Background: an optimization exercise with open tools, aiming at small area. Do not read the settings as production practice. The RTL was checked by simulation tests, not by an equivalence proof against the original design. Power is estimated from default activity; no workload was simulated.

$ cat flow/config.mk
export PLATFORM = sky130hd
export DESIGN_NAME = cfu_mac
export DESIGN_NICKNAME = cfu_mac
export VERILOG_FILES = /design/flow/design.v
export SDC_FILE = /design/flow/constraint.sdc
export NUM_CORES = 4
export LEC_CHECK = 0
export CAP_MARGIN = 0
export CORE_MARGIN = 2
export CORE_UTILIZATION = 60
export CTS_BUF_LIST = sky130_fd_sc_hd__clkbuf_16
export CTS_CLUSTER_DIAMETER = 80
export CTS_CLUSTER_SIZE = 25
export SLEW_MARGIN = 0
$ cat flow/constraint.sdc
create_clock -name core_clock -period 10.0 [get_ports {clk_i}]
set_input_delay 2.0000 -clock core_clock [delete_from_list [all_inputs] [get_ports {clk_i}]]
set_output_delay 2.0000 -clock core_clock [all_outputs]
set_load 0.01 [all_outputs]
$ cat flow/design.v
package cfu_mac_pkg;
  typedef enum logic [2:0] {
    OP_NOP  = 3'd0,
    OP_MAC  = 3'd1,
    OP_MACU = 3'd2,
    OP_RDL  = 3'd3,
    OP_RDH  = 3'd4,
    OP_CLR  = 3'd5,
    OP_WR   = 3'd6,
    OP_RSVD = 3'd7
  } op_e;
  typedef enum logic [1:0] {
    StIdle,
    StBusy,
    StDone
  } state_e;
  localparam int unsigned CtrlOpLsb  = 0;
  localparam int unsigned CtrlOpW    = 3;
  localparam int unsigned CtrlIdxLsb = 3;
  localparam int unsigned CtrlIdxW   = 5;
endpackage
module cfu_mac_mul_iter (
  input  logic [32:0] win_i,      
  input  logic [31:0] mcand_i,    
  input  logic        msign_i,    
  input  logic        nz_i,       
  input  logic        neg_i,      
  input  logic [1:0]  pend_i,     
  input  logic        top_i,      
  output logic [32:0] win_o,      
  output logic [1:0]  pend_o      
);
  localparam int W = 36;   
  logic [2:0]   z_hi, q;
  logic [W-1:0] x, y, p, g, c, s;
  logic [W/4:0] cb;
  assign z_hi = {3{nz_i & (msign_i ^ neg_i)}};
  assign q    = z_hi + {pend_i[1], pend_i} + {2'b00, top_i};
  assign x = {3'b000, win_i};
  assign y = {q[2], q, {32{nz_i}} & (mcand_i ^ {32{neg_i}})};
  assign p = x ^ y;
  assign g = x & y;
  assign cb[0] = neg_i;
  for (genvar k = 0; k < W / 4; k++) begin : g_blk
    logic gb, pb;
    assign gb = g[4*k+3] | (p[4*k+3] & g[4*k+2]) | (p[4*k+3] & p[4*k+2] & g[4*k+1]) |
                (p[4*k+3] & p[4*k+2] & p[4*k+1] & g[4*k]);
    assign pb = &p[4*k+3:4*k];
    assign cb[k+1] = gb | (pb & cb[k]);
    assign c[4*k]   = cb[k];
    assign c[4*k+1] = g[4*k] | (p[4*k] & cb[k]);
    assign c[4*k+2] = g[4*k+1] | (p[4*k+1] & g[4*k]) | (p[4*k+1] & p[4*k] & cb[k]);
    assign c[4*k+3] = g[4*k+2] | (p[4*k+2] & g[4*k+1]) | (p[4*k+2] & p[4*k+1] & g[4*k]) |
                      (p[4*k+2] & p[4*k+1] & p[4*k] & cb[k]);
  end
  assign s = p ^ c;
  assign win_o  = s[32:0];
  assign pend_o = s[34:33];
endmodule
module cfu_mac #(
  parameter int unsigned XLEN    = 32,
  parameter int unsigned NUM_ACC = 4,
  parameter int unsigned MUL_BPC = 4,
  parameter int unsigned CTRL_W  = 8
) (
  input  logic              clk_i,
  input  logic              rst_ni,
  input  logic              stall_i,
  input  logic              valid_i,
  input  logic [CTRL_W-1:0] cfu_ctrl_i,
  input  logic [XLEN-1:0]   src1_i,
  input  logic [XLEN-1:0]   src2_i,
  output logic              stall_o,
  output logic [XLEN-1:0]   rslt_o
);
  logic [2:0]  op;
  logic [1:0]  idx;
  logic        is_mac, is_macu, is_rdl, is_rdh, is_clr, is_wr;
  logic        multi, last, step, clean;
  logic [5:0]  cnt_q;
  logic [1:0]  pend_q, pend_new;
  logic [3:0]  zero_q;
  logic [63:0] acc_q [4];
  logic [3:0]  sel, sel_lo, sel_top, sel_hi;
  logic [32:0] win_m, win_new;
  logic [31:0] hi_rd;
  logic        bit_b, bit_nx_q, nz, neg, top;
  logic        unused;
  assign op  = cfu_ctrl_i[2:0];
  assign idx = cfu_ctrl_i[4:3];
  assign unused = ^{cfu_ctrl_i[7:5]};
  assign is_mac  = (op == 3'd1);
  assign is_macu = (op == 3'd2);
  assign is_rdl  = (op == 3'd3);
  assign is_rdh  = (op == 3'd4);
  assign is_clr  = (op == 3'd5);
  assign is_wr   = (op == 3'd6);
  assign multi   = is_mac | is_macu | is_rdl | is_clr | is_wr;
  assign last    = (cnt_q == 6'd63);
  assign step    = valid_i && multi && !(last && stall_i);
  assign stall_o = multi && !last;
  assign clean = zero_q[idx] | is_wr;
  for (genvar k = 0; k < 4; k++) begin : g_sel
    assign sel[k]     = (idx == 2'(k));
    assign sel_lo[k]  = sel[k] && !(clean && cnt_q == 6'd0);
    assign sel_top[k] = sel[k] && !(clean && !cnt_q[5]);
    assign sel_hi[k]  = sel[k] && is_rdh && !zero_q[k];
  end
  always_comb begin
    win_m = '0;
    hi_rd = '0;
    for (int k = 0; k < 4; k++) begin
      win_m = win_m | ({sel_top[k], {32{sel_lo[k]}}} & acc_q[k][32:0]);
      hi_rd = hi_rd | ({32{sel_hi[k]}} & acc_q[k][63:32]);
    end
  end
  assign bit_b = (cnt_q == 6'd0) ? src2_i[0] : bit_nx_q;
  assign nz  = ((is_mac | is_macu) && !cnt_q[5] && bit_b) || (is_wr && cnt_q == 6'd0);
  assign neg = is_mac && (cnt_q == 6'd31) && bit_b;
  assign top = is_wr && !cnt_q[5] && bit_b;
  cfu_mac_mul_iter u_step (
    .win_i   (win_m),
    .mcand_i (src1_i),
    .msign_i (is_mac && src1_i[31]),
    .nz_i    (nz),
    .neg_i   (neg),
    .pend_i  (pend_q),
    .top_i   (top),
    .win_o   (win_new),
    .pend_o  (pend_new)
  );
  always_ff @(posedge clk_i or negedge rst_ni) begin
    if (!rst_ni) begin
      cnt_q  <= '0;
      pend_q <= '0;
      bit_nx_q <= 1'b0;
      zero_q <= '1;
    end else begin
      if (step) begin
        cnt_q <= cnt_q + 6'd1;
      end
      pend_q <= (step && cnt_q < 6'd31) ? pend_new : 2'b00;
      bit_nx_q <= src2_i[5'(cnt_q[4:0] + 5'd1)];
      if (step && cnt_q == 6'd31) begin
        zero_q[idx] <= 1'b0;
      end
      if (step && last && is_clr) begin
        zero_q[idx] <= 1'b1;
      end
    end
  end
  for (genvar k = 0; k < 4; k++) begin : g_acc
    always_ff @(posedge clk_i) begin
      if (step && sel[k]) begin
        acc_q[k] <= {win_new[0], acc_q[k][63:33], win_new[32:1]};
      end
    end
  end
  assign rslt_o = (win_m[32:1] & {32{is_mac | is_macu | is_rdl | is_clr}}) | hi_rd;
endmodule
$ cat flow/flow/run.sh
#!/bin/bash
# The standard layout (standard.sh), with two changes:
#  - synthesis maps the logic with an area-oriented ABC script (flow/synth.tcl);
#  - the port buffers are sky130_fd_sc_hd__buf_1 cells.
set -euo pipefail
here=$(pwd)
export MY_ABC_SCRIPT=$here/flow/abc_area.script
bash standard.sh SYNTH_SCRIPT=$here/flow/synth.tcl \
  "BUFFER_PORTS_ARGS=-buffer_cell sky130_fd_sc_hd__buf_1" finish > $here/flow_make.log 2>&1
$ cat flow/flow/abc_area.script
&get -n
&st
&syn2
&dch
&nf -R 1000
&put
topo
stime -c
$ cat flow/flow/synth.tcl
proc synth {args} { yosys synth -nofsm -noshare {*}$args }
proc abc {args} {
  set i [lsearch -exact $args -script]
  if {$i >= 0 && [info exists ::env(MY_ABC_SCRIPT)]} { lset args [expr {$i+1}] $::env(MY_ABC_SCRIPT) }
  yosys abc {*}$args
}
source $::env(SCRIPTS_DIR)/synth.tcl
# left out here: clear keep_hierarchy, flatten, clean up, hide names made inside functions, write 1_2_yosys.v
$ cat flow/standard.sh
#!/bin/bash
# synth_recipe.tcl (not shown) runs the flow's synth.tcl, then flattens the netlist and writes it again
# the make line also repeats each setting of config.mk as NAME=value (left out here)
make -C /OpenROAD-flow-scripts/flow DESIGN_CONFIG=/design/flow/config.mk WORK_HOME=/design/flow/orfs CLKGATE_MAP_FILE= SYNTH_SCRIPT=/design/flow/synth_recipe.tcl "${@:-finish}"
==> out/qor.txt, run 1 <==
Wl on met1: 11.0 mm
Die Wd: 144 um
Relative max-transition margin: 0.346
Clk slew on worst S/H paths: 0.09 ns
Mean Syn Cell Area: 14.6 um^2
DR WL/cell: 22.3 um
GPL Wtd Cong: 0.850
Layout Area Growth over Synthesis: 12.1%
Hold_buf cts: 0
Cts bufs inserted: 15
Clk_skew: 0.0133 ns
Total core area: 19300 um^2
Hpwl dp: 17.3 mm
Endpoint type of the worst setup path: flip-flop
Required time worst endpoint: 10.37 ns
CP max stage cell: fa_1
Synth area leaders: edfxtp_1, nand2_1, a222oi_1, ha_1, xnor2_1
Fraction of layout cells with a size suffix above 1: 0.0737
Post-synth top area share: 0.658
Peak supply drop: 0.127 mV
Largest area contributor in the netlist: edfxtp_1
Routed via count: 7443
Vias per inst: 6.13
Sink Count: 269
Worst Hold Class: reg -> reg
Initial antenna violation count: 0
Max Slew Vio Count: 0
Die Span Y: 144 um
Diodes inserted: 0
Final Hold Fails: 0
Ys async rst share: 0.0483
Critical path type: in -> reg
Vias in the first global route: 7646
Drt initial violations: 656
Leakage Power: 0.00450 uW
Layout net count: 1069
Initial core utilization: 0.606
# IOs: 109
Global-route wire length before repair: 41.0 mm
Post-synth EDFFs: 256
Full die area: 20600 um^2
Uppermost layer routed: met4
Fin crit share: 0.903
Crit path DAT: 9.40 ns
Worst-Margin Slew: 0.979 ns
Status: no timing/DRC/antenna violations
ANT nets after route: 0
Minimum clock period: 9.03 ns
Maxcap violations: 0
Hold Worst Slack: 0.455 ns
Largest net degree at the start of global routing: 60
Routed WL: 27.1 mm
TritonCTS clock tree: yes
Setup TNS: 0 ns
Clk buf depth: 3
Post-Synthesis Cell Area: 11700 um^2
Worst setup SP type: primary input
CP peak stage delay: 0.44 ns
Seq/Total Area, Yosys: 0.686
Total grt overflow: 0
Drt drc: 0
Clock Tree Root: clkbuf_16
CTS resizes: 0
Row count: 51
RSZ-0062 raised after global routing: no
Pre-Repair DR Iteration Count: 8
H-tree depth: 1
Power Dens Cells: 185 nW/um^2
Finish-stage setup viols: 0
Met2 Routed Length: 14.0 mm
Crit Path Max Fanout: 6
Syn Inst Count: 802
Routed met3 length: 1.51 mm
Synth cell types: 36
Post-CTS setup buffers: 0
Yosys reg bits: 269
Synth Flop Type: edfxtp_1
FMAX: 0.111 GHz
Clock latency (worst-skew pair): 0.49 ns
Total Routing Usage GR: 0.263
YS warnings: 2
PortBufs: 105
Post-Syn Nets: 925
-- worst max-delay path: cells and delay by family --
kind | cells | cell delay [ns]
compound gates | 13 | 2.72
xor+xnor | 1 | 0.18
fa+ha+maj | 2 | 0.79
buf+inv | 3 | 0.52
simple gates | 19 | 3.16
-- metrics by stage --
stage	worst slack, ns	cells	cell area, um^2	util	power (uW)
floorplan	0.912	802	11700	-	1670
global placement	0.689	1194	12700	0.657	1780
detailed placement	0.553	1194	12700	0.657	1800
CTS	0.998	1215	13100	0.680	2440
global route	0.377	1215	13100	0.680	2530
finish	0.967	1215	13100	0.680	2430
-- final timing paths --
kind / depth (start not counted) / slack [ns] / from / to
setup / recovery: 38 / 0.97 / cfu_ctrl_i[3] / pend_q[0]$_DFF_PN0_
hold / removal: 0 / 0.46 / acc_q[3][46]$_DFFE_PP_ / acc_q[3][45]$_DFFE_PP_
setup reg to reg: 37 / 1.65 / cnt_q[0]$_DFFE_PN0P_ / pend_q[0]$_DFF_PN0_
hold reg to reg: 0 / 0.46 / acc_q[3][46]$_DFFE_PP_ / acc_q[3][45]$_DFFE_PP_
max in group asynchronous: 1 / 7.96 / rst_ni / cnt_q[4]$_DFFE_PN0P_
min in group asynchronous: 1 / 1.56 / rst_ni / bit_nx_q$_DFF_PN0_
-- placed cells by master (no fill, tap or decap), types with 2 or more instances in the layout --
master,netlist,final
a22oi_1,36,36
nor3_2,0,4
buf_4,0,22
nor2_4,0,4
a222oi_1,46,46
nand4_1,3,3
clkbuf_16,0,15
nand2_1,127,127
buf_1,0,105
nor2_1,59,51
clkinv_1,12,12
or2_0,3,3
xnor2_1,46,46
a211oi_1,3,3
a21o_1,3,3
nor2b_1,6,6
mux4_2,9,9
dfrtp_1,9,9
fa_1,12,12
o21ai_0,14,14
and3_1,7,7
nand3_1,41,41
edfxtp_1,256,256
xor2_1,15,15
nor3_1,7,3
mux2i_1,3,3
a31oi_1,2,2
nor4_1,4,3
nand2b_1,5,5
o21a_1,2,2
a21oi_1,23,22
o22ai_1,3,2
dfstp_2,4,4
ha_1,35,35
nor2_2,0,4
-- cell type report --
cell class              instances  area, um^2
clock inverters                 6        67.6
repair buffers                127         559
multi-input cells             521        3710
flip-flops and latches        269        8020
well taps                     265         332
clock buffers                  15         375
fillers                      1387        6160
inverters                      12        45.0
-- where the power goes --
part           switching (uW)  total [uW]  internal (uW)
Sequential               42.1        1360           1320
Combinational             245         413            168
Clock                     346         651            305
-- per-layer routing --
layer,track usage,vias up
met5,0,-
met4,0.0691,0
met3,0.0237,36
met2,0.473,261
met1,0.347,3723
li1,-,3423
-- sequential cells by signal, summed over array words and instances, names as in the netlist --
register / count
bit_nx_q: 1
cnt_q: 6
acc_q: 256
zero_q: 4
pend_q: 2
-- cell usage after synthesis (all sizes together) (2+ instances only) --
cell type	instances
nor2b	6
nand2b	5
a21oi	23
mux2i	3
nor4	4
nand3	41
dfstp	4
nand4	3
and3	7
edfxtp	256
xor2	15
nand2	127
o22ai	3
ha	35
o21a	2
o21ai	14
a222oi	46
mux4	9
fa	12
nor3	7
or2	3
nor2	59
a22oi	36
xnor2	46
dfrtp	9
a211oi	3
clkinv	12
a21o	3
a31oi	2
-- cells by family (layout without fill, tap and decap cells) --
kind of cell / count (synthesis) / in the layout / share of synthesized area
AO/OA/AOI/OAI: 136 / 136 / 0.0891
XOR/XNOR: 61 / 61 / 0.0457
adder cells (fa/ha/maj): 47 / 47 / 0.0580
buffers and inverters: 12 / 160 / 0.00385
flip-flops: 269 / 269 / 0.686
multiplexers: 13 / 13 / 0.0209
AND/OR/NAND/NOR: 264 / 264 / 0.0965
==> run 2: changes to the inputs <==
--- a/flow/config.mk
+++ b/flow/config.mk
@@ -12,3 +12,4 @@
 export CTS_CLUSTER_DIAMETER = 80
 export CTS_CLUSTER_SIZE = 25
+export GPL_TIMING_DRIVEN = 0
 export SLEW_MARGIN = 0
==> out/qor.txt, run 2 <==
Status: no timing/DRC/antenna violations
Setup TNS: 0 ns (unchanged)
Initial core utilization: 0.606 (unchanged)
Relative max-transition margin: 0.377 (+0.0310)
GPL Wtd Cong: 0.862 (+1.5%)
Mean Syn Cell Area: 14.6 um^2 (unchanged)
Fraction of layout cells with a size suffix above 1: 0.0813 (+0.00765)
Worst r2r dst: pend_q[0]$_DFF_PN0_
Post-Layout Cell Count: 1224 (+0.74%)
Post-Layout Inst Area: 13500 um^2 (+3.2%)
H-tree depth: 1 (unchanged)
Hold worst-path end: acc_q[2][39]$_DFFE_PP_
Clk_skew: 0.0135 ns (+0.000162 ns)
Finish-stage setup viols: 0 (unchanged)
Clock latency (worst-skew pair): 0.49 ns (about the same)
Largest area contributor in the netlist: edfxtp_1
Total core area: 19300 um^2 (unchanged)
RSZ-0062 raised after global routing: no
R2r setup slk: 1.83 ns (+0.18 ns)
Pre-Repair DR Iteration Count: 8 (unchanged)
Post-Syn Nets: 925 (unchanged)
CP max stage cell: a2111oi_2
Most common cell after layout, fill and taps aside: edfxtp_1
Crit path DAT: 9.71 ns (+0.31 ns)
PortBufs: 105 (unchanged)
Ys async rst share: 0.0483 (unchanged)
Drt initial violations: 701 (+6.9%)
Power Dens Cells: 178 nW/um^2 (-3.9%)
Row count: 51 (unchanged)
Post-synth top area share: 0.658 (unchanged)
TritonCTS clock tree: yes
Required time worst endpoint: 10.38 ns (about the same)
Clk slew on worst S/H paths: 0.10 ns (about the same)
ANT nets after route: 0 (unchanged)
Worst setup SP type: primary input
Crit Path Max Fanout: 20 (+14)
Synth cell types: 36 (unchanged)
Placed cell area: 13100 um^2 (+3.3%)
Largest regs: acc_q: 256 flops, cnt_q: 6 flops, zero_q: 4 flops
Clk buf depth: 3 (unchanged)
Placed cell count: 1199 (+0.42%)
Hpwl dp: 19.4 mm (+12%)
Post-synth EDFFs: 256 (unchanged)
Layout Area Growth over Synthesis: 15.7%
Sink Count: 269 (unchanged)
Synth area leaders: edfxtp_1, nand2_1, a222oi_1, ha_1, xnor2_1
Number of flip-flops under the largest register name: 256 (unchanged)
Max Slew Vio Count: 0 (unchanged)
Global-route wire length before repair: 41.3 mm (+0.60%)
Seq/Total Area, Yosys: 0.686 (unchanged)
Maxcap violations: 0 (unchanged)
Cts bufs inserted: 14 (-1)
Full die area: 20600 um^2 (unchanged)
Syn Inst Count: 802 (unchanged)
Setup ws final: 0.662 ns (-0.306 ns)
Clock Tree Root: clkbuf_16
Initial antenna violation count: 0 (unchanged)
Hold_sp: acc_q[2][40]$_DFFE_PP_
Routed via count: 7587 (+1.9%)
Post-Synthesis Cell Area: 11700 um^2 (unchanged)
Count leader, synth: edfxtp_1
Most flop-heavy register: acc_q
CP peak stage delay: 0.43 ns (about the same)
Critical path type: in -> reg
FF-to-FF Start: cnt_q[0]$_DFFE_PN0P_
Final Hold Fails: 0 (unchanged)
Total Routing Usage GR: 0.267 (+0.00353)
Leakage Power: 0.00465 uW (+3.4%)
Layout net count: 1075 (+0.56%)
Hold_buf cts: 0 (unchanged)
Vias per inst: 6.20 (+1.2%)
Routed WL: 27.6 mm (+1.9%)
R2r worst-path depth: 35 (-5.4%)
Worst-Margin Slew: 0.933 ns (-0.0463 ns)
Diodes inserted: 0 (unchanged)
# IOs: 109 (unchanged)
Largest net degree at the start of global routing: 34 (-43%)
Most frequent cells in the layout: edfxtp_1, nand2_1, buf_1
Fin crit share: 0.934 (+0.0306)
Drt drc: 0 (unchanged)
Most common library cells after synthesis: edfxtp_1, nand2_1, nor2_1, a222oi_1, xnor2_1
Worst Hold Class: reg -> reg
Pre-CTS setup slack: -0.796 ns (-1.35 ns)
Yosys reg bits: 269 (unchanged)
Die Span Y: 144 um (unchanged)
Endpoint type of the worst setup path: flip-flop
Worst Hold Depth: 0 (unchanged)
Peak supply drop: 0.147 mV (+16%)
Minimum clock period: 9.34 ns (+0.306 ns)
Most used cell, CP: nand3_1
Die Wd: 144 um (unchanged)
Synth Flop Type: edfxtp_1
Vias in the first global route: 7526 (-1.6%)
Total grt overflow: 0 (unchanged)
YS warnings: 2 (unchanged)
DR WL/cell: 22.5 um (+1.2%)
FMAX: 0.107 GHz (-3.3%)
-- run 2: changes by cell type in the layout (fill, tap and decap cells not counted), moves of 2 or more --
cell	previous run	this run
nand2b_1	5	3
buf_16	0	14
nand2b_2	0	2
nor2_2	4	0
inv_1	1	5
buf_6	0	9
nor2_4	4	9
buf_4	22	4
clkinv_1	12	15
buf_12	0	2
-- run 2: report_power, final --
group / internal (uW) / leakage [uW] / switching (uW) / total [uW]
sequential: 1320 / 0.00249 / 42.8 / 1360
combinational: 182 / 0.00195 / 253 / 435
clock: 273 / 0.000216 / 334 / 608
-- run 2: what timing repair did --
item,CTS,global route
pin swaps,0,2
gates resized for setup,2,7
buffers inserted,0,2
endpoints found under the setup margin,6,18
-- run 2: worst max-delay path by stage --
stage                     slack [ns]  depth (start not counted)             endpoint          start
final                           0.66                         37  pend_q[0]$_DFF_PN0_  cfu_ctrl_i[3]
after CTS                      0.002                         37  pend_q[0]$_DFF_PN0_  cfu_ctrl_i[3]
after floorplan                 0.91                         32  pend_q[0]$_DFF_PN0_  cfu_ctrl_i[0]
after global placement         -2.01                         36  pend_q[0]$_DFF_PN0_  cfu_ctrl_i[4]
after global routing           0.006                         37  pend_q[0]$_DFF_PN0_  cfu_ctrl_i[3]
after detailed placement       -0.80                         37  pend_q[0]$_DFF_PN0_  cfu_ctrl_i[3]
-- run 2: kinds of logic after synthesis --
logic type                 share of synthesized area
xor gates and xnor gates                      0.0457
AOI/OAI and AO/OA                             0.0891
DFF                                            0.686
adders and majority gates                     0.0580
muxes                                         0.0209
and+or+nand+nor                               0.0965
buffers and inverters                        0.00385
-- run 2: final cells by class --
type                       instances  area (um^2)
inverter                          12         45.0
multi-input combinational        521         3770
clock inverter                     8         30.0
sequential                       269         8020
timing repair buffer             134          951
clock buffer                      15          375
fill                            1336         5750
tap                              265          332
-- run 2: routing by layer --
layer  vias up  routed length, um  part of all wire  global-route usage
li1       3439                  -                 -                   -
met1      3772              11200              0.40               0.367
met2       328              13500              0.49               0.443
met3        48               2000             0.072              0.0307
met4         0                861             0.031               0.101
met5         -                  0                 0                   0
-- run 2: critical path: cells and delay by family --
family,cells,cell delay [ns]
and+or+nand+nor,20,3.42
AOI/OAI and AO/OA,12,2.83
adders and majority gates,2,0.81
buffers and inverters,2,0.46
xor gates and xnor gates,1,0.18
-- run 2: metrics by stage --
stage	hold slack, ns	util	power [uW]
floorplan	0.425	-	1670
global placement	0.432	0.645	1780
detailed placement	0.435	0.678	1820
global route	0.464	0.702	2500
CTS	0.457	0.700	2410
finish	0.458	0.702	2410
==> run 3: changes to the inputs <==
--- a/flow/config.mk
+++ b/flow/config.mk
@@ -6,5 +6,5 @@
 export NUM_CORES = 4
 export LEC_CHECK = 0
-export CAP_MARGIN = 0
+export CAP_MARGIN = 20
 export CORE_MARGIN = 2
 export CORE_UTILIZATION = 60
@@ -12,4 +12,3 @@
 export CTS_CLUSTER_DIAMETER = 80
 export CTS_CLUSTER_SIZE = 25
-export GPL_TIMING_DRIVEN = 0
-export SLEW_MARGIN = 0
+export SLEW_MARGIN = 20
==> out/qor.txt, run 3 <==
Clock latency (worst-skew pair): 0.49 ns (about the same)
H-tree depth: 1 (unchanged)
Pre-CTS setup slack: 0.553 ns (+1.35 ns)
Hold Worst Slack: 0.455 ns (-0.00287 ns)
Full die area: 20600 um^2 (unchanged)
FMAX: 0.111 GHz (+3.4%)
Finish-stage setup viols: 0 (unchanged)
Required time worst endpoint: 10.37 ns (about the same)
Most frequent cells in the layout: edfxtp_1, nand2_1, buf_1
CP peak stage delay: 0.44 ns (about the same)
Peak supply drop: 0.127 mV (-14%)
PortBufs: 105 (unchanged)
Drt initial violations: 656 (-6.4%)
Post-synth EDFFs: 256 (unchanged)
Power Dens Cells: 185 nW/um^2 (+4.1%)
Diodes inserted: 0 (unchanged)
Synth area leaders: edfxtp_1, nand2_1, a222oi_1, ha_1, xnor2_1
Total grt overflow: 0 (unchanged)
Clk buf depth: 3 (unchanged)
Routed WL: 27.1 mm (-1.9%)
Maxcap violations: 0 (unchanged)
DR WL/cell: 22.3 um (-1.2%)
Most common cell after layout, fill and taps aside: edfxtp_1
Initial core utilization: 0.606 (unchanged)
Worst Hold Class: reg -> reg
R2r setup slk: 1.65 ns (-0.18 ns)
Crit path DAT: 9.40 ns (-0.31 ns)
Crit Path Max Fanout: 6 (-70%)
Mean Syn Cell Area: 14.6 um^2 (unchanged)
Hpwl dp: 17.3 mm (-10%)
Largest area contributor in the netlist: edfxtp_1
Final core occ: 0.680 (-0.0216)
GR peak layer: met2
Grt met1 use: 0.347 (-0.0202)
TritonCTS clock tree: yes
# IOs: 109 (unchanged)
Clock Tree Root: clkbuf_16
Post-CTS setup buffers: 0 (unchanged)
Relative max-transition margin: 0.346 (-0.0310)
Clk slew on worst S/H paths: 0.09 ns (about the same)
YS warnings: 2 (unchanged)
Largest net degree at the start of global routing: 60 (+76%)
Worst-Margin Slew: 0.979 ns (+0.0463 ns)
Placed cell count: 1194 (-0.42%)
CTS resizes: 0 (-2)
Die Span Y: 144 um (unchanged)
ANT nets after route: 0 (unchanged)
RSZ-0062 raised after global routing: no
Worst setup SP type: primary input
Vias per inst: 6.13 (-1.2%)
Post-Layout Cell Count: 1215 (-0.74%)
Met3 usage: 0.0237 (-0.00700)
Drt drc: 0 (unchanged)
Global-route wire length before repair: 41.0 mm (-0.60%)
Critical path type: in -> reg
Clk_skew: 0.0133 ns (-0.000162 ns)
Yosys reg bits: 269 (unchanged)
Leakage Power: 0.00450 uW (-3.3%)
Total Routing Usage GR: 0.263 (-0.00353)
Largest regs: acc_q: 256 flops, cnt_q: 6 flops, zero_q: 4 flops
Count leader, synth: edfxtp_1
GPL Wtd Cong: 0.850 (-1.5%)
Endpoint type of the worst setup path: flip-flop
Post-Synthesis Cell Area: 11700 um^2 (unchanged)
CP max stage cell: fa_1
Vias in the first global route: 7646 (+1.6%)
Most flop-heavy register: acc_q
Number of flip-flops under the largest register name: 256 (unchanged)
Fin crit share: 0.903 (-0.0306)
Die Wd: 144 um (unchanged)
Synth Flop Type: edfxtp_1
Seq/Total Area, Yosys: 0.686 (unchanged)
Syn Inst Count: 802 (unchanged)
Max Slew Vio Count: 0 (unchanged)
Total core area: 19300 um^2 (unchanged)
Grt met2 use: 0.473 (+0.0303)
Layout net count: 1069 (-0.56%)
Ys async rst share: 0.0483 (unchanged)
Minimum clock period: 9.03 ns (-0.306 ns)
Sink Count: 269 (unchanged)
Post-synth top area share: 0.658 (unchanged)
Row count: 51 (unchanged)
Post-Syn Nets: 925 (unchanged)
Buf+Inv Stages, Crit Path: 3 (+1)
Initial antenna violation count: 0 (unchanged)
Top cell family by delay on the critical path: simple AND/OR/NAND/NOR gates
Routed via count: 7443 (-1.9%)
Layout Area Growth over Synthesis: 12.1%
Setup ws final: 0.967 ns (+0.306 ns)
Status: no timing/DRC/antenna violations
Final Hold Fails: 0 (unchanged)
Fraction of layout cells with a size suffix above 1: 0.0737 (-0.00765)
Hold_buf cts: 0 (unchanged)
# fillers: 1387 (+3.8%)
Pre-Repair DR Iteration Count: 8 (unchanged)
Cts bufs inserted: 15 (+1)
Setup TNS: 0 ns (unchanged)
Most common library cells after synthesis: edfxtp_1, nand2_1, nor2_1, a222oi_1, xnor2_1
Synth cell types: 36 (unchanged)
==> run 3: cell count changes in the layout (fill, tap and decap cells not counted), sizes merged <==
cell,before,now
clkinv,15,14
inv,5,3
bufinv,0,1
buf,134,127
==> run 3: cell families (layout without fill, tap and decap cells) <==
| family | after synthesis | in the layout | share of synthesized area |
|---|---|---|---|
| buf+inv | 12 | 160 | 0.00385 |
| xor+xnor | 61 | 61 | 0.0457 |
| simple gates | 264 | 264 | 0.0965 |
| fa+ha+maj | 47 | 47 | 0.0580 |
| compound gates | 136 | 136 | 0.0891 |
| mux | 13 | 13 | 0.0209 |
| flops | 269 | 269 | 0.686 |
==> run 3: worst paths after layout <==
path                                              from                endpoint  cells after the start
worst min-delay path            acc_q[3][46]$_DFFE_PP_  acc_q[3][45]$_DFFE_PP_                      0
worst max-delay path                     cfu_ctrl_i[3]     pend_q[0]$_DFF_PN0_                     38
min in group asynchronous                       rst_ni      bit_nx_q$_DFF_PN0_                      1
max in group asynchronous                       rst_ni    cnt_q[4]$_DFFE_PN0P_                      1
worst min register to register  acc_q[3][46]$_DFFE_PP_  acc_q[3][45]$_DFFE_PP_                      0
worst max register to register    cnt_q[0]$_DFFE_PN0P_     pend_q[0]$_DFF_PN0_                     37
==> run 3: layer usage <==
layer / share of wire / vias to the layer above
met5: 0 / -
met4: 0.019 / 0
met3: 0.056 / 36
met2: 0.52 / 261
met1: 0.41 / 3723
li1: - / 3423
==> run 3: worst reg2reg max path: cells and delay by family (launching register included) <==
| family | cells | cell delay, ns |
|---|---|---|
| mux | 1 | 0.42 |
| simple gates | 17 | 2.52 |
| xor+xnor | 1 | 0.18 |
| compound gates | 11 | 2.60 |
| buf+inv | 4 | 0.93 |
| fa+ha+maj | 3 | 0.91 |
| flops | 1 | 0.69 |
==> run 3: layout make-up <==
type	instances	area, um^2	area share
Sequential cell	269	8020	0.612
Clock buffer	15	375	0.0286
Tap cell	265	332	0.0253
Multi-Input combinational cell	521	3710	0.283
Inverter	12	45.0	0.00344
Clock inverter	6	67.6	0.00516
Timing Repair Buffer	127	559	0.0427
==> run 3: report_power, final <==
| part | switching, uW | internal, uW | leakage (uW) |
|---|---|---|---|
| logic | 245 | 168 | 0.00179 |
| registers | 42.1 | 1320 | 0.00249 |
| clock network | 346 | 305 | 0.000223 |
| total | 633 | 1790 | 0.00450 |
==> run 3: through the flow <==
stage | instance area (um^2) | total power, uW
CTS | 13100 | 2440
floorplan | 11700 | 1670
global route | 13100 | 2530
global placement | 12700 | 1780
finish | 13100 | 2430
detailed placement | 12700 | 1800
==> run 4: changes to the inputs <==
==> flow/flow/run.sh (replaced) <==
#!/bin/bash
# The standard layout (standard.sh), with two changes:
#  - synthesis maps the logic with an area-oriented ABC script (flow/synth.tcl)
#    and leaves adders to ABC instead of mapping them to full-adder cells;
#  - the port buffers are sky130_fd_sc_hd__buf_1 cells.
set -euo pipefail
here=$(pwd)
export MY_ABC_SCRIPT=$here/flow/abc_area.script
bash standard.sh SYNTH_SCRIPT=$here/flow/synth.tcl ADDER_MAP_FILE= \
  "BUFFER_PORTS_ARGS=-buffer_cell sky130_fd_sc_hd__buf_1" finish > $here/flow_make.log 2>&1
==> flow/flow/abc_area.script (replaced) <==
&get -n
&st
&dc2
&dc2
&dch -f
&nf -R 1000 -p -F 8 -A 4
&put
==> out/qor.txt, run 4 <==
Status: no timing/DRC/antenna violations
Post-Layout Cell Count: 1223 (+0.66%)
Full die area: 20200 um^2 (-2.0%)
Initial antenna violation count: 0 (unchanged)
Crit path DAT: 9.71 ns (+0.31 ns)
# IOs: 109 (unchanged)
Ys async rst share: 0.0483 (unchanged)
Post-synth EDFFs: 256 (unchanged)
RSZ-0062 raised after global routing: no
Relative max-transition margin: 0.324 (-0.0211)
Most used cell, CP: a21oi_2
Largest net degree at the start of global routing: 65 (+8.3%)
Vias in the first global route: 7754 (+1.4%)
Maxcap violations: 0 (unchanged)
CP max stage cell: maj3_1
Required time worst endpoint: 10.28 ns (-0.09 ns)
FMAX: 0.106 GHz (-4.2%)
Sink Count: 269 (unchanged)
Most frequent cells in the layout: edfxtp_1, nand2_1, buf_1
Clk slew on worst S/H paths: 0.10 ns (about the same)
Clock Tree Root: clkbuf_16
ANT nets after route: 0 (unchanged)
Count leader, synth: edfxtp_1
GPL Wtd Cong: 0.889 (+4.6%)
Global-route wire length before repair: 40.5 mm (-1.2%)
Hpwl dp: 16.3 mm (-5.9%)
Power Dens Cells: 195 nW/um^2 (+5.5%)
TritonCTS clock tree: yes
Syn Inst Count: 832 (+3.7%)
Seq/Total Area, Yosys: 0.700 (+0.0145)
Setup TNS: 0 ns (unchanged)
Max Slew Vio Count: 0 (unchanged)
Most flop-heavy register: acc_q
Minimum clock period: 9.43 ns (+0.397 ns)
CP peak stage delay: 0.39 ns (-0.05 ns)
Mean Syn Cell Area: 13.8 um^2 (-5.6%)
Most common cell after layout, fill and taps aside: edfxtp_1
Yosys reg bits: 269 (unchanged)
Placed cell count: 1200 (+0.50%)
Post-Synthesis Cell Area: 11400 um^2 (-2.1%)
Synth cell types: 43 (+19%)
Layout Area Growth over Synthesis: 13.3%
DR WL/cell: 21.4 um (-3.8%)
Most common library cells after synthesis: edfxtp_1, nand2_1, xnor2_1, a22oi_1, a21oi_1
Diodes inserted: 0 (unchanged)
Leakage Power: 0.00425 uW (-5.6%)
Row count: 50 (-2.0%)
Worst-Margin Slew: 1.01 ns (+0.0339 ns)
Vias per inst: 6.33 (+3.4%)
Largest regs: acc_q: 256 flops, cnt_q: 6 flops, zero_q: 4 flops
Synth Flop Type: edfxtp_1
Drt initial violations: 778 (+19%)
Peak supply drop: 0.142 mV (+12%)
Worst Hold Class: reg -> reg
Number of flip-flops under the largest register name: 256 (unchanged)
Cts bufs inserted: 15 (unchanged)
Endpoint type of the worst setup path: flip-flop
Clk buf depth: 3 (unchanged)
Fraction of layout cells with a size suffix above 1: 0.0900 (+0.0163)
Layout net count: 1059 (-0.94%)
Worst setup SP type: primary input
Crit Path Max Fanout: 6 (unchanged)
YS warnings: 2 (unchanged)
Total core area: 18700 um^2 (-2.9%)
Fin crit share: 0.943 (+0.0397)
Pre-Repair DR Iteration Count: 7 (-1)
Total Routing Usage GR: 0.258 (-0.00470)
Finish-stage setup viols: 0 (unchanged)
Hold_buf cts: 0 (unchanged)
Critical path type: in -> reg
Final Hold Fails: 0 (unchanged)
H-tree depth: 1 (unchanged)
Initial core utilization: 0.612 (+0.00543)
Die Wd: 142 um (-1.0%)
Routed WL: 26.2 mm (-3.2%)
# fillers: 1377 (-0.72%)
Synth area leaders: edfxtp_1, nand2_1, xnor2_1, a222oi_1, a22oi_1
Post-Syn Nets: 908 (-1.8%)
PortBufs: 105 (unchanged)
Post-CTS setup buffers: 0 (unchanged)
Routed via count: 7746 (+4.1%)
Die Span Y: 142 um (-1.0%)
Largest area contributor in the netlist: edfxtp_1
Drt drc: 0 (unchanged)
Total grt overflow: 0 (unchanged)
Clock latency (worst-skew pair): 0.48 ns (about the same)
Clk_skew: 0.0145 ns (+0.00115 ns)
Post-synth top area share: 0.672 (+0.0139)
-- run 4: cell types whose count changed in the layout (fill, tap and decap cells not counted), moves of 8 or more --
cell	previous run	this run
ha_1	35	0
o21ai_0	14	45
nor2_1	51	23
a21oi_1	22	39
a22oi_1	36	50
fa_1	12	0
a21oi_2	1	9
mux4_2	9	1
-- run 4: cells by family (layout without fill, tap and decap cells) --
| family | Yosys count | count (layout) | share of synthesized area |
|---|---|---|---|
| XOR/XNOR | 70 | 70 | 0.0536 |
| buffers and inverters | 15 | 172 | 0.00492 |
| AND/OR/NAND/NOR | 247 | 247 | 0.0939 |
| AO/OA/AOI/OAI | 217 | 217 | 0.134 |
| flip-flops | 269 | 269 | 0.700 |
| adder cells (fa/ha/maj) | 12 | 12 | 0.0105 |
| multiplexers | 2 | 2 | 0.00284 |
-- run 4: path summary, 6_finish.rpt --
kind,from,to,slack (ns),cells past startpoint
setup / recovery,cfu_ctrl_i[4],acc_q[0][30]$_DFFE_PP_,0.57,45
hold / removal,acc_q[2][43]$_DFFE_PP_,acc_q[2][42]$_DFFE_PP_,0.45,0
setup reg to reg,cnt_q[0]$_DFFE_PN0P_,acc_q[0][30]$_DFFE_PP_,1.43,41
hold reg to reg,acc_q[2][43]$_DFFE_PP_,acc_q[2][42]$_DFFE_PP_,0.45,0
max in group asynchronous,rst_ni,pend_q[1]$_DFF_PN0_,8.00,1
min in group asynchronous,rst_ni,pend_q[0]$_DFF_PN0_,1.54,1
-- run 4: where the power goes --
group	total (uW)	switching (uW)	internal (uW)
clock	624	343	281
combinational	516	330	186
sequential	1390	41.3	1350
-- run 4: layout make-up --
class                      count  area, um^2  area share
inverter                      15        56.3     0.00434
sequential                   269        8020       0.618
timing repair buffer         134         613      0.0473
clock inverter                 8        50.0     0.00386
multi-input combinational    548        3560       0.274
clock buffer                  15         375      0.0290
tap                          234         293      0.0226
-- run 4: worst max-delay path, delay by kind of cell --
kind	cells	cell delay (ns)
simple gates	12	1.27
xor+xnor	1	0.28
buf+inv	4	0.58
fa+ha+maj	7	2.26
compound gates	21	3.30
-- run 4: metal layers --
metal,share of wire,track usage,up-vias
met2,0.50,0.442,304
li1,-,-,3594
met3,0.062,0.0286,39
met4,0.016,0.0711,0
met1,0.42,0.357,3809
met5,0,0,-
-- run 4: timing repair --
action	CTS	global route
hold endpoints to repair	0	0
gates resized for setup	0	1
endpoints found under the setup margin	0	6
-- run 4: per-stage QoR --
stage	total power, uW	instance area (um^2)	utilization	setup WS [ns]	hold WS, ns
after CTS	2550	13000	0.693	0.536	0.455
after global placement	1910	12500	0.670	0.216	0.430
after detailed placement	1930	12500	0.670	0.111	0.434
final	2530	13000	0.693	0.570	0.452
after floorplan	1770	11600	-	0.00585	0.425
after global routing	2640	13000	0.693	0.0116	0.463
==> run 5: changes to the inputs <==
==> flow/flow/abc_area.script (replaced) <==
&get -n
&st
&dc2
&dch -f
&nf -R 1000 -p -F 8 -A 4
&put
--- a/flow/config.mk
+++ b/flow/config.mk
@@ -8,7 +8,8 @@
 export CAP_MARGIN = 20
 export CORE_MARGIN = 2
-export CORE_UTILIZATION = 60
+export CORE_UTILIZATION = 75
 export CTS_BUF_LIST = sky130_fd_sc_hd__clkbuf_16
 export CTS_CLUSTER_DIAMETER = 80
 export CTS_CLUSTER_SIZE = 25
+export PLACE_DENSITY = 0.8
 export SLEW_MARGIN = 20
==> out/qor.txt, run 5 <==
Status: no timing/DRC/antenna violations
Count leader, synth: edfxtp_1
Fin crit share: 0.929 (-0.0140)
Largest regs: acc_q: 256 flops, cnt_q: 6 flops, zero_q: 4 flops
Clock latency (worst-skew pair): 0.51 ns (+0.03 ns)
Endpoint type of the worst setup path: flip-flop
Drt drc: 0 (unchanged)
CP startpoint: cfu_ctrl_i[4]
Initial core utilization: 0.760 (+0.148)
Total Routing Usage GR: 0.330 (+0.0712)
Routed via count: 8235 (+6.3%)
Clk_skew: 0.0301 ns (+0.0157 ns)
Post-Synthesis Cell Area: 11500 um^2 (+0.22%)
R2r setup slk: 1.19 ns (-0.24 ns)
Top cell family by delay on the critical path: compound AO/OA/AOI/OAI gates
Most flop-heavy register: acc_q
Most used cell, CP: nand2_1
Cts bufs inserted: 15 (unchanged)
Relative max-transition margin: 0.325 (+0.000627)
Clock Tree Root: clkbuf_16
Vias per inst: 6.94 (+9.5%)
Fraction of layout cells with a size suffix above 1: 0.0791 (-0.0109)
Crit path DAT: 9.56 ns (-0.15 ns)
Crit Path Max Fanout: 7 (+1)
Pre-Repair DR Iteration Count: 5 (-2)
FMAX: 0.108 GHz (+1.5%)
Clk slew on worst S/H paths: 0.09 ns (about the same)
Most common cell after layout, fill and taps aside: edfxtp_1
Most common library cells after synthesis: edfxtp_1, nand2_1, xnor2_1, a22oi_1, a222oi_1
PortBufs: 105 (unchanged)
Worst r2r dst: acc_q[2][30]$_DFFE_PP_
Worst setup SP type: primary input
Critical Path End: acc_q[2][30]$_DFFE_PP_
Row count: 45 (-10%)
Critical path type: in -> reg
Peak supply drop: 0.178 mV (+25%)
# IOs: 109 (unchanged)
Vias in the first global route: 8131 (+4.9%)
Leakage Power: 0.00423 uW (-0.32%)
Max Slew Vio Count: 0 (unchanged)
Total grt overflow: 0 (unchanged)
Most frequent cells in the layout: edfxtp_1, nand2_1, buf_1
FF-to-FF Start: cnt_q[1]$_DFFE_PN0P_
Total core area: 15100 um^2 (-19%)
Syn Inst Count: 839 (+0.84%)
Sink Count: 269 (unchanged)
Final Hold Fails: 0 (unchanged)
YS warnings: 2 (unchanged)
Ys async rst share: 0.0483 (unchanged)
Layout Area Growth over Synthesis: 12.7%
Maxcap violations: 0 (unchanged)
Minimum clock period: 9.29 ns (-0.140 ns)
Setup TNS: 0 ns (unchanged)
Die Span Y: 128 um (-10%)
H-tree depth: 1 (unchanged)
Post-synth top area share: 0.670 (-0.00147)
ANT nets after route: 0 (unchanged)
Die Wd: 128 um (-10%)
Post-synth EDFFs: 256 (unchanged)
Number of flip-flops under the largest register name: 256 (unchanged)
DR WL/cell: 22.8 um (+6.6%)
CP max stage cell: maj3_1
Clk buf depth: 3 (unchanged)
Finish-stage setup viols: 0 (unchanged)
Largest area contributor in the netlist: edfxtp_1
Layout net count: 1071 (+1.1%)
Buf+Inv Stages, Crit Path: 2 (-2)
GPL Wtd Cong: 0.854 (-4.0%)
Total power: 2480 uW (-2.1%)
Yosys reg bits: 269 (unchanged)
Synth area leaders: edfxtp_1, nand2_1, xnor2_1, a222oi_1, a22oi_1
CP Depth: 41 (-8.9%)
Synth Flop Type: edfxtp_1
CP peak stage delay: 0.42 ns (+0.03 ns)
Full die area: 16300 um^2 (-19%)
Initial antenna violation count: 0 (unchanged)
Post-Syn Nets: 915 (+0.77%)
R2r worst-path depth: 40 (-2.4%)
Synth cell types: 43 (unchanged)
Power Dens Cells: 192 nW/um^2 (-1.8%)
Seq/Total Area, Yosys: 0.699 (-0.00153)
Routed WL: 27.1 mm (+3.5%)
TritonCTS clock tree: yes
Mean Syn Cell Area: 13.7 um^2 (-0.62%)
Worst-Margin Slew: 1.01 ns (-0.000941 ns)
Diodes inserted: 0 (unchanged)
Drt initial violations: 1162 (+49%)
Global-route wire length before repair: 41.5 mm (+2.4%)
Required time worst endpoint: 10.27 ns (about the same)
Worst Hold Class: reg -> reg
Hpwl dp: 16.8 mm (+2.9%)
Largest net degree at the start of global routing: 65 (unchanged)
run 5: changes by cell type after synthesis, sizes merged, moves of 6 or more:
cell | previous run | this run
and3 | 9 | 1
o21ai | 45 | 37
a21oi | 49 | 41
nor2 | 29 | 40
clkinv | 15 | 9
nor3 | 9 | 19
run 5: worst min-delay path by stage:
stage          depth (start not counted)                endpoint  slack, ns                   start
2_1_floorplan                          0  acc_q[2][37]$_DFFE_PP_       0.43  acc_q[2][38]$_DFFE_PP_
3_3_place_gp                           0  acc_q[2][44]$_DFFE_PP_       0.43  acc_q[2][45]$_DFFE_PP_
3_5_place_dp                           0  acc_q[2][37]$_DFFE_PP_       0.44  acc_q[2][38]$_DFFE_PP_
4_1_cts                                0  acc_q[2][37]$_DFFE_PP_       0.45  acc_q[2][38]$_DFFE_PP_
5_1_grt                                0  acc_q[2][52]$_DFFE_PP_       0.46  acc_q[2][53]$_DFFE_PP_
6_report                               0  acc_q[1][42]$_DFFE_PP_       0.45  acc_q[1][43]$_DFFE_PP_
run 5: logic make-up (layout without fill, tap and decap cells):
kind of cell,count (synthesis),in the layout,synth area share
AOI/OAI and AO/OA,204,204,0.127
xor gates and xnor gates,75,75,0.0573
adders and majority gates,9,9,0.00785
buffers and inverters,9,169,0.00294
DFF,269,269,0.699
muxes,2,2,0.00284
and+or+nand+nor,271,271,0.103
run 5: final cells by class:
class                           instances  area, um^2
Tap cell                              188         235
Timing Repair Buffer                  139         651
Multi-Input combinational cell        561        3550
Inverter                                9        33.8
Clock buffer                           15         375
Sequential cell                       269        8020
Fill cell                             710        2170
Clock inverter                          6        58.8
run 5: repair_timing:
item,CTS,global route
buffers inserted,0,2
pin swaps,0,2
gates resized for setup,1,12
setup endpoints to repair,5,22
hold buffers,0,0
run 5: worst reg2reg max path: cells and delay by family (launching register included):
kind / cells / cell delay, ns
DFF: 1 / 0.36
adders and majority gates: 3 / 1.22
AOI/OAI and AO/OA: 17 / 3.38
and+or+nand+nor: 18 / 2.98
buffers and inverters: 1 / 0.32
xor gates and xnor gates: 1 / 0.32
run 5: power by group:
group	total, uW	switching (uW)	internal (uW)
Clock	631	349	282
Combinational	487	322	165
Sequential	1360	25.3	1340
run 5: stage by stage:
stage               hold WS, ns   util  instances  setup WS (ns)  instance area (um^2)
finish                    0.454  0.856       1187          0.710                 12900
global route              0.464  0.856       1187        -0.0162                 12900
CTS                       0.454  0.852       1185         0.0599                 12900
detailed placement        0.435  0.823       1164         -0.437                 12400
global placement          0.430  0.823       1164          0.111                 12400
floorplan                 0.425      -        839          0.277                 11500
run 5: per-layer routing:
metal | track usage | share of wire | vias to the layer above
li1 | - | - | 3601
met1 | 0.458 | 0.38 | 3981
met2 | 0.543 | 0.49 | 561
met3 | 0.0484 | 0.10 | 92
met4 | 0.122 | 0.033 | 0
met5 | 0 | 0 | -
==> run 6: changes to the inputs <==
--- a/flow/config.mk
+++ b/flow/config.mk
@@ -8,8 +8,7 @@
 export CAP_MARGIN = 20
 export CORE_MARGIN = 2
-export CORE_UTILIZATION = 75
+export CORE_UTILIZATION = 55
 export CTS_BUF_LIST = sky130_fd_sc_hd__clkbuf_16
 export CTS_CLUSTER_DIAMETER = 80
 export CTS_CLUSTER_SIZE = 25
-export PLACE_DENSITY = 0.8
 export SLEW_MARGIN = 20
==> out/qor.txt, run 6 <==
Most used cell, CP: nand2_1
Routed WL: 27.0 mm (-0.45%)
Full die area: 22000 um^2 (+35%)
Hold worst-path end: acc_q[3][62]$_DFFE_PP_
Clock latency (worst-skew pair): 0.50 ns (about the same)
Fraction of layout cells with a size suffix above 1: 0.0827 (+0.00359)
Worst setup SP type: primary input
Ys async rst share: 0.0483 (unchanged)
Setup TNS: 0 ns (unchanged)
Endpoint type of the worst setup path: flip-flop
Leakage Power: 0.00424 uW (+0.25%)
Fin crit share: 0.923 (-0.00576)
Worst Hold Class: reg -> reg
Hold_buf cts: 0 (unchanged)
Clk buf depth: 3 (unchanged)
Post-synth top area share: 0.670 (unchanged)
Most frequent cells in the layout: edfxtp_1, nand2_1, buf_1
DR WL/cell: 21.2 um (-7.2%)
R2r worst-path depth: 41 (+2.5%)
Total grt overflow: 0 (unchanged)
Maxcap violations: 0 (unchanged)
Pre-CTS setup slack: -0.0927 ns (+0.344 ns)
FF-to-FF Start: cnt_q[1]$_DFFE_PN0P_
Minimum clock period: 9.23 ns (-0.0576 ns)
Initial antenna violation count: 0 (unchanged)
Drt initial violations: 758 (-35%)
Most common cell after layout, fill and taps aside: edfxtp_1
Most flop-heavy register: acc_q
ANT nets after route: 0 (unchanged)
Hpwl dp: 17.1 mm (+1.7%)
Worst r2r dst: pend_q[0]$_DFF_PN0_
YS warnings: 2 (unchanged)
Worst Hold Depth: 0 (unchanged)
CP max stage cell: maj3_1
Post-synthesis simple-gate area fraction: 0.103 (unchanged)
Routed via count: 7822 (-5.0%)
Cts bufs inserted: 15 (unchanged)
FMAX: 0.108 GHz (+0.62%)
Count leader, synth: edfxtp_1
Diodes inserted: 0 (unchanged)
Main combinational cell family by area after synthesis: compound AO/OA/AOI/OAI gates
Post-Syn Nets: 915 (unchanged)
GPL Wtd Cong: 0.847 (-0.76%)
Hold_sp: acc_q[3][63]$_DFFE_PP_
Post-synthesis mux area share: 0.00284 (unchanged)
Register area: 8020 um^2 (unchanged)
R2r setup slk: 1.37 ns (+0.18 ns)
Total Routing Usage GR: 0.245 (-0.0840)
Clk_skew: 0.0338 ns (+0.00365 ns)
Sink Count: 269 (unchanged)
Number of flip-flops under the largest register name: 256 (unchanged)
Largest net degree at the start of global routing: 65 (unchanged)
Row count: 52 (+16%)
Vias per inst: 6.14 (-12%)
TritonCTS clock tree: yes
Synth cell types: 43 (unchanged)
Final Hold Fails: 0 (unchanged)
Power Dens Cells: 189 nW/um^2 (-1.4%)
Largest regs: acc_q: 256 flops, cnt_q: 6 flops, zero_q: 4 flops
Adder-Cell Fraction of Synth Area: 0.00785 (unchanged)
Synth area leaders: edfxtp_1, nand2_1, xnor2_1, a222oi_1, a22oi_1
# fillers: 1572 (+120%)
Global-route wire length before repair: 42.1 mm (+1.5%)
Vias in the first global route: 7799 (-4.1%)
Crit Path Max Fanout: 6 (-1)
Layout net count: 1076 (+0.47%)
Crit path DAT: 9.61 ns (+0.05 ns)
Largest area contributor in the netlist: edfxtp_1
H-tree depth: 1 (unchanged)
Synth Flop Type: edfxtp_1
Required time worst endpoint: 10.37 ns (+0.10 ns)
Mean Syn Cell Area: 13.7 um^2 (unchanged)
Post-Synthesis Cell Area: 11500 um^2 (unchanged)
Die Span Y: 148 um (+16%)
Xor/xnor share of the synthesized area: 0.0573 (unchanged)
Finish-stage setup viols: 0 (unchanged)
Total core area: 20400 um^2 (+35%)
# IOs: 109 (unchanged)
Initial core utilization: 0.563 (-0.197)
Status: no timing/DRC/antenna violations
Clock Tree Root: clkbuf_16
Most common library cells after synthesis: edfxtp_1, nand2_1, xnor2_1, a22oi_1, a222oi_1
Peak supply drop: 0.155 mV (-13%)
Setup ws final: 0.768 ns (+0.0576 ns)
Seq/Total Area, Yosys: 0.699 (unchanged)
Critical path type: in -> reg
Drt drc: 0 (unchanged)
Clk slew on worst S/H paths: 0.10 ns (about the same)
Syn Inst Count: 839 (unchanged)
CP peak stage delay: 0.42 ns (about the same)
Relative max-transition margin: 0.330 (+0.00462)
Hold Worst Slack: 0.452 ns (-0.00169 ns)
PortBufs: 105 (unchanged)
Area occupied by multi-input gates: 3520 um^2 (-0.95%)
Synth Area in Compound Gates: 0.127 (unchanged)
Max Slew Vio Count: 0 (unchanged)
Post-synth EDFFs: 256 (unchanged)
RSZ-0062 raised after global routing: no
Die Wd: 148 um (+16%)
Yosys reg bits: 269 (unchanged)
Worst-Margin Slew: 1.01 ns (-0.00693 ns)
Layout Area Growth over Synthesis: 13.5%
Pre-Repair DR Iteration Count: 5 (unchanged)
## run 6: cell count changes in the layout (fill, tap and decap cells not counted), moves of 2 or more
cell / previous run / this run
nor3_2: 2 / 4
o21ai_1: 4 / 2
nor3_4: 4 / 2
buf_4: 34 / 39
inv_1: 2 / 0
o21ai_0: 33 / 35
## run 6: repair_timing
action,in CTS,in global routing
buffers inserted,0,0
setup endpoints to repair,0,18
gates resized for setup,0,7
## run 6: worst max-delay path: cells and delay by family
family	cells	cell delay [ns]
AOI/OAI and AO/OA	20	3.83
and+or+nand+nor	16	1.95
adders and majority gates	3	1.23
buffers and inverters	2	0.38
xor gates and xnor gates	1	0.22
## run 6: how the worst max path moves through the flow
stage | start | slack, ns | cells after the start | to
3_5_place_dp | cfu_ctrl_i[2] | -0.09 | 41 | acc_q[2][30]$_DFFE_PP_
2_1_floorplan | cfu_ctrl_i[4] | 0.28 | 39 | acc_q[0][30]$_DFFE_PP_
6_report | cfu_ctrl_i[1] | 0.77 | 42 | pend_q[0]$_DFF_PN0_
5_1_grt | cfu_ctrl_i[1] | 0.01 | 41 | acc_q[2][30]$_DFFE_PP_
4_1_cts | cfu_ctrl_i[2] | 0.34 | 42 | pend_q[0]$_DFF_PN0_
3_3_place_gp | cfu_ctrl_i[4] | 0.06 | 42 | pend_q[0]$_DFF_PN0_
## run 6: cell type report
cell class                 instances  share of cell area
clock buffer                      15              0.0288
clock inverter                     6             0.00384
multi-input combinational        561               0.270
tap                              270              0.0259
sequential                       269               0.616
timing repair buffer             144              0.0528
inverter                           9             0.00259
## run 6: metrics by stage
stage	utilization	cell area [um^2]	power, uW	instances
2_1_floorplan	-	11500	1710	839
3_3_place_gp	0.618	12600	1830	1253
3_5_place_dp	0.618	12600	1860	1253
4_1_cts	0.639	13000	2480	1274
5_1_grt	0.639	13000	2570	1274
6_report	0.639	13000	2460	1274
## run 6: kinds of logic (layout without fill, tap and decap cells)
kind of cell | Yosys count | count (layout)
and+or+nand+nor | 271 | 271
DFF | 269 | 269
AOI/OAI and AO/OA | 204 | 204
xor gates and xnor gates | 75 | 75
adders and majority gates | 9 | 9
buffers and inverters | 9 | 174
muxes | 2 | 2
## run 6: power breakdown
part | leakage, uW | internal, uW | switching [uW]
Sequential | 0.00249 | 1340 | 23.6
Combinational | 0.00154 | 165 | 311
Clock | 0.000206 | 280 | 346
Total | 0.00424 | 1780 | 681
## run 6: routing by layer
metal	share of wire	GRT usage	vias up	wire length (um)
li1	-	-	3624	-
met1	0.44	0.355	3851	11900
met4	0.019	0.0538	0	512
met5	0	0	-	0
met2	0.47	0.405	311	12800
met3	0.068	0.0322	36	1840
==> run 7: changes to the inputs <==
--- a/flow/config.mk
+++ b/flow/config.mk
@@ -8,7 +8,7 @@
 export CAP_MARGIN = 20
 export CORE_MARGIN = 2
-export CORE_UTILIZATION = 55
+export CORE_UTILIZATION = 60
 export CTS_BUF_LIST = sky130_fd_sc_hd__clkbuf_16
-export CTS_CLUSTER_DIAMETER = 80
-export CTS_CLUSTER_SIZE = 25
+export CTS_CLUSTER_DIAMETER = 70
+export CTS_CLUSTER_SIZE = 30
 export SLEW_MARGIN = 20
==> out/qor.txt, run 7 <==
Clock latency (worst-skew pair): 0.50 ns (about the same)
Synth cell types: 43 (unchanged)
Count leader, synth: edfxtp_1
Worst Hold Class: reg -> reg
Routed via count: 7795 (-0.35%)
Post-synth top area share: 0.670 (unchanged)
Mean Syn Cell Area: 13.7 um^2 (unchanged)
Post-Synthesis Cell Area: 11500 um^2 (unchanged)
Crit Path Max Fanout: 6 (unchanged)
Hpwl dp: 16.4 mm (-3.7%)
Setup TNS: 0 ns (unchanged)
Max Slew Vio Count: 0 (unchanged)
Peak supply drop: 0.137 mV (-12%)
Global-route wire length before repair: 40.9 mm (-3.0%)
ANT nets after route: 0 (unchanged)
Worst r2r dst: pend_q[0]$_DFF_PN0_
CTS resizes: 0 (unchanged)
Initial antenna violation count: 1 (+1)
Fin crit share: 0.937 (+0.0139)
# IOs: 109 (unchanged)
Total grt overflow: 0 (unchanged)
Worst setup SP type: primary input
YS warnings: 2 (unchanged)
Leakage Power: 0.00425 uW (+0.24%)
TritonCTS clock tree: yes
Clk slew on worst S/H paths: 0.11 ns (about the same)
Drt initial violations: 938 (+24%)
Vias in the first global route: 7719 (-1.0%)
Endpoint type of the worst setup path: flip-flop
Required time worst endpoint: 10.40 ns (+0.03 ns)
Maxcap violations: 0 (unchanged)
Clk buf depth: 3 (unchanged)
Hold_sp: acc_q[2][40]$_DFFE_PP_
Pre-Repair DR Iteration Count: 6 (+1)
Initial core utilization: 0.613 (+0.0500)
# fillers: 1322 (-16%)
Largest area contributor in the netlist: edfxtp_1
Full die area: 20200 um^2 (-8.1%)
Largest net degree at the start of global routing: 65 (unchanged)
Relative max-transition margin: 0.331 (+0.00168)
Most common cell after layout, fill and taps aside: edfxtp_1
Hold worst-path end: acc_q[2][39]$_DFFE_PP_
Critical path type: in -> reg
Hold_buf cts: 0 (unchanged)
Largest regs: acc_q: 256 flops, cnt_q: 6 flops, zero_q: 4 flops
Crit path DAT: 9.77 ns (+0.16 ns)
Status: no timing/DRC/antenna violations
Synth area leaders: edfxtp_1, nand2_1, xnor2_1, a222oi_1, a22oi_1
Total power: 2520 uW (+2.1%)
Worst-Margin Slew: 1.00 ns (-0.00252 ns)
Number of flip-flops under the largest register name: 256 (unchanged)
Post-synth EDFFs: 256 (unchanged)
Worst Hold Depth: 0 (unchanged)
Most frequent cells in the layout: edfxtp_1, nand2_1, buf_1
Syn Inst Count: 839 (unchanged)
Drt drc: 0 (unchanged)
Layout net count: 1071 (-0.46%)
Post-CTS setup buffers: 0 (unchanged)
PortBufs: 105 (unchanged)
CP peak stage delay: 0.41 ns (about the same)
R2r worst-path depth: 40 (-2.4%)
Most common library cells after synthesis: edfxtp_1, nand2_1, xnor2_1, a22oi_1, a222oi_1
GPL Wtd Cong: 0.827 (-2.4%)
Die Wd: 142 um (-4.1%)
Sink Count: 269 (unchanged)
FMAX: 0.107 GHz (-1.5%)
CP startpoint: cfu_ctrl_i[2]
Most flop-heavy register: acc_q
Row count: 50 (-3.8%)
Routed WL: 26.4 mm (-2.3%)
FF-to-FF Start: cnt_q[1]$_DFFE_PN0P_
Power Dens Cells: 193 nW/um^2 (+2.1%)
Fraction of layout cells with a size suffix above 1: 0.0828 (+0.000165)
Seq/Total Area, Yosys: 0.699 (unchanged)
Vias per inst: 6.30 (+2.6%)
Total core area: 18700 um^2 (-8.1%)
Ys async rst share: 0.0483 (unchanged)
DR WL/cell: 21.3 um (+0.66%)
Final Hold Fails: 0 (unchanged)
Die Span Y: 142 um (-4.1%)
Synth Flop Type: edfxtp_1
Most used cell, CP: nand2_1
Finish-stage setup viols: 0 (unchanged)
Cts bufs inserted: 15 (unchanged)
R2r setup slk: 1.19 ns (-0.18 ns)
CP max stage cell: maj3_1
H-tree depth: 1 (unchanged)
Yosys reg bits: 269 (unchanged)
Clock Tree Root: clkbuf_16
Minimum clock period: 9.37 ns (+0.139 ns)
Post-Syn Nets: 915 (unchanged)
Clk_skew: 0.0202 ns (-0.0136 ns)
Total Routing Usage GR: 0.261 (+0.0154)
Layout Area Growth over Synthesis: 13.5% (about the same)
## run 7: per-layer routing
metal	track usage	up-vias	share of wire
met3	0.0370	33	0.083
met2	0.418	347	0.46
met4	0.0621	0	0.016
met1	0.385	3801	0.44
li1	-	3614	-
met5	0	-	0
## run 7: cell families after synthesis
family                     after synthesis  share of synthesized area
and+or+nand+nor                        271                      0.103
DFF                                    269                      0.699
AOI/OAI and AO/OA                      204                      0.127
xor gates and xnor gates                75                     0.0573
buffers and inverters                    9                    0.00294
adders and majority gates                9                    0.00785
muxes                                    2                    0.00284
## run 7: through the flow
| stage | worst slack [ns] | std cells | util | area (um^2) | hold slack [ns] |
|---|---|---|---|---|---|
| 2_1_floorplan | 0.277 | 839 | - | 11500 | 0.425 |
| 3_3_place_gp | -0.0839 | 1212 | 0.668 | 12500 | 0.429 |
| 3_5_place_dp | -0.211 | 1212 | 0.668 | 12500 | 0.433 |
| 4_1_cts | 0.239 | 1236 | 0.695 | 13000 | 0.453 |
| 5_1_grt | -0.0129 | 1237 | 0.696 | 13000 | 0.467 |
| 6_report | 0.629 | 1237 | 0.696 | 13000 | 0.455 |
## run 7: layout make-up
cell class | instances | area [um^2] | area share
Sequential cell | 269 | 8020 | 0.616
Multi-Input combinational cell | 561 | 3530 | 0.271
Timing Repair Buffer | 139 | 651 | 0.0500
Clock buffer | 15 | 375 | 0.0288
Tap cell | 234 | 293 | 0.0225
Clock inverter | 9 | 116 | 0.00893
Inverter | 9 | 33.8 | 0.00259
Antenna cell | 1 | 2.50 | 0.000192
## run 7: worst max-delay path: cells and delay by family
kind	cells	cell delay (ns)
AOI/OAI and AO/OA	20	3.94
and+or+nand+nor	16	1.98
adders and majority gates	3	1.21
buffers and inverters	2	0.40
xor gates and xnor gates	1	0.22
## run 7: worst max-delay path by stage
| stage | end |
|---|---|
| after floorplan | acc_q[0][30]$_DFFE_PP_ |
| after global placement | pend_q[0]$_DFF_PN0_ |
| after detailed placement | pend_q[0]$_DFF_PN0_ |
| after CTS | pend_q[0]$_DFF_PN0_ |
| after global routing | acc_q[3][30]$_DFFE_PP_ |
| final | pend_q[0]$_DFF_PN0_ |
## run 7: power breakdown
part	internal (uW)	switching, uW	total [uW]
Sequential	1340	23.9	1360
Clock	299	383	682
Combinational	163	310	473
Total	1800	717	2520

==> re-timing with driven ports <==
No port has a modelled driver above. Below, the same layouts with a new extraction and two added sets of constraints.
Step 1 assumes that a clkbuf_16 drives the clock port and a buf_2 every other input.
Step 2 times the ports against the registers' clock, not the clock port: input delays grow and output delays shrink by t, the midpoint of the rising clock arrivals with the driver on.
Three values: ideal ports, drivers, drivers and shift; two values: the first two.
run	t (ns)	setup slack, ns	clock arrival spread, ns	worst slew at a driven data input, ns
run 1	0.524	0.967 / 0.987 / 0.463	0.013 / 0.013	0.04
run 2	0.526	0.662 / 0.682 / 0.156	0.013 / 0.014	0.04
run 3	0.524	0.967 / 0.987 / 0.463	0.013 / 0.013	0.04
run 4	0.524	0.570 / 0.589 / 0.064	0.015 / 0.015	0.05
run 5	0.538	0.710 / 0.733 / 0.194	0.031 / 0.031	0.05
run 6	0.536	0.768 / 0.789 / 0.253	0.034 / 0.034	0.06
run 7	0.537	0.629 / 0.649 / 0.112	0.020 / 0.020	0.08
After both steps setup and hold are still met in every run listed. The setup slack of run 7, which loses most, moves by +0.020 ns with the drivers and by -0.517 ns with both steps.
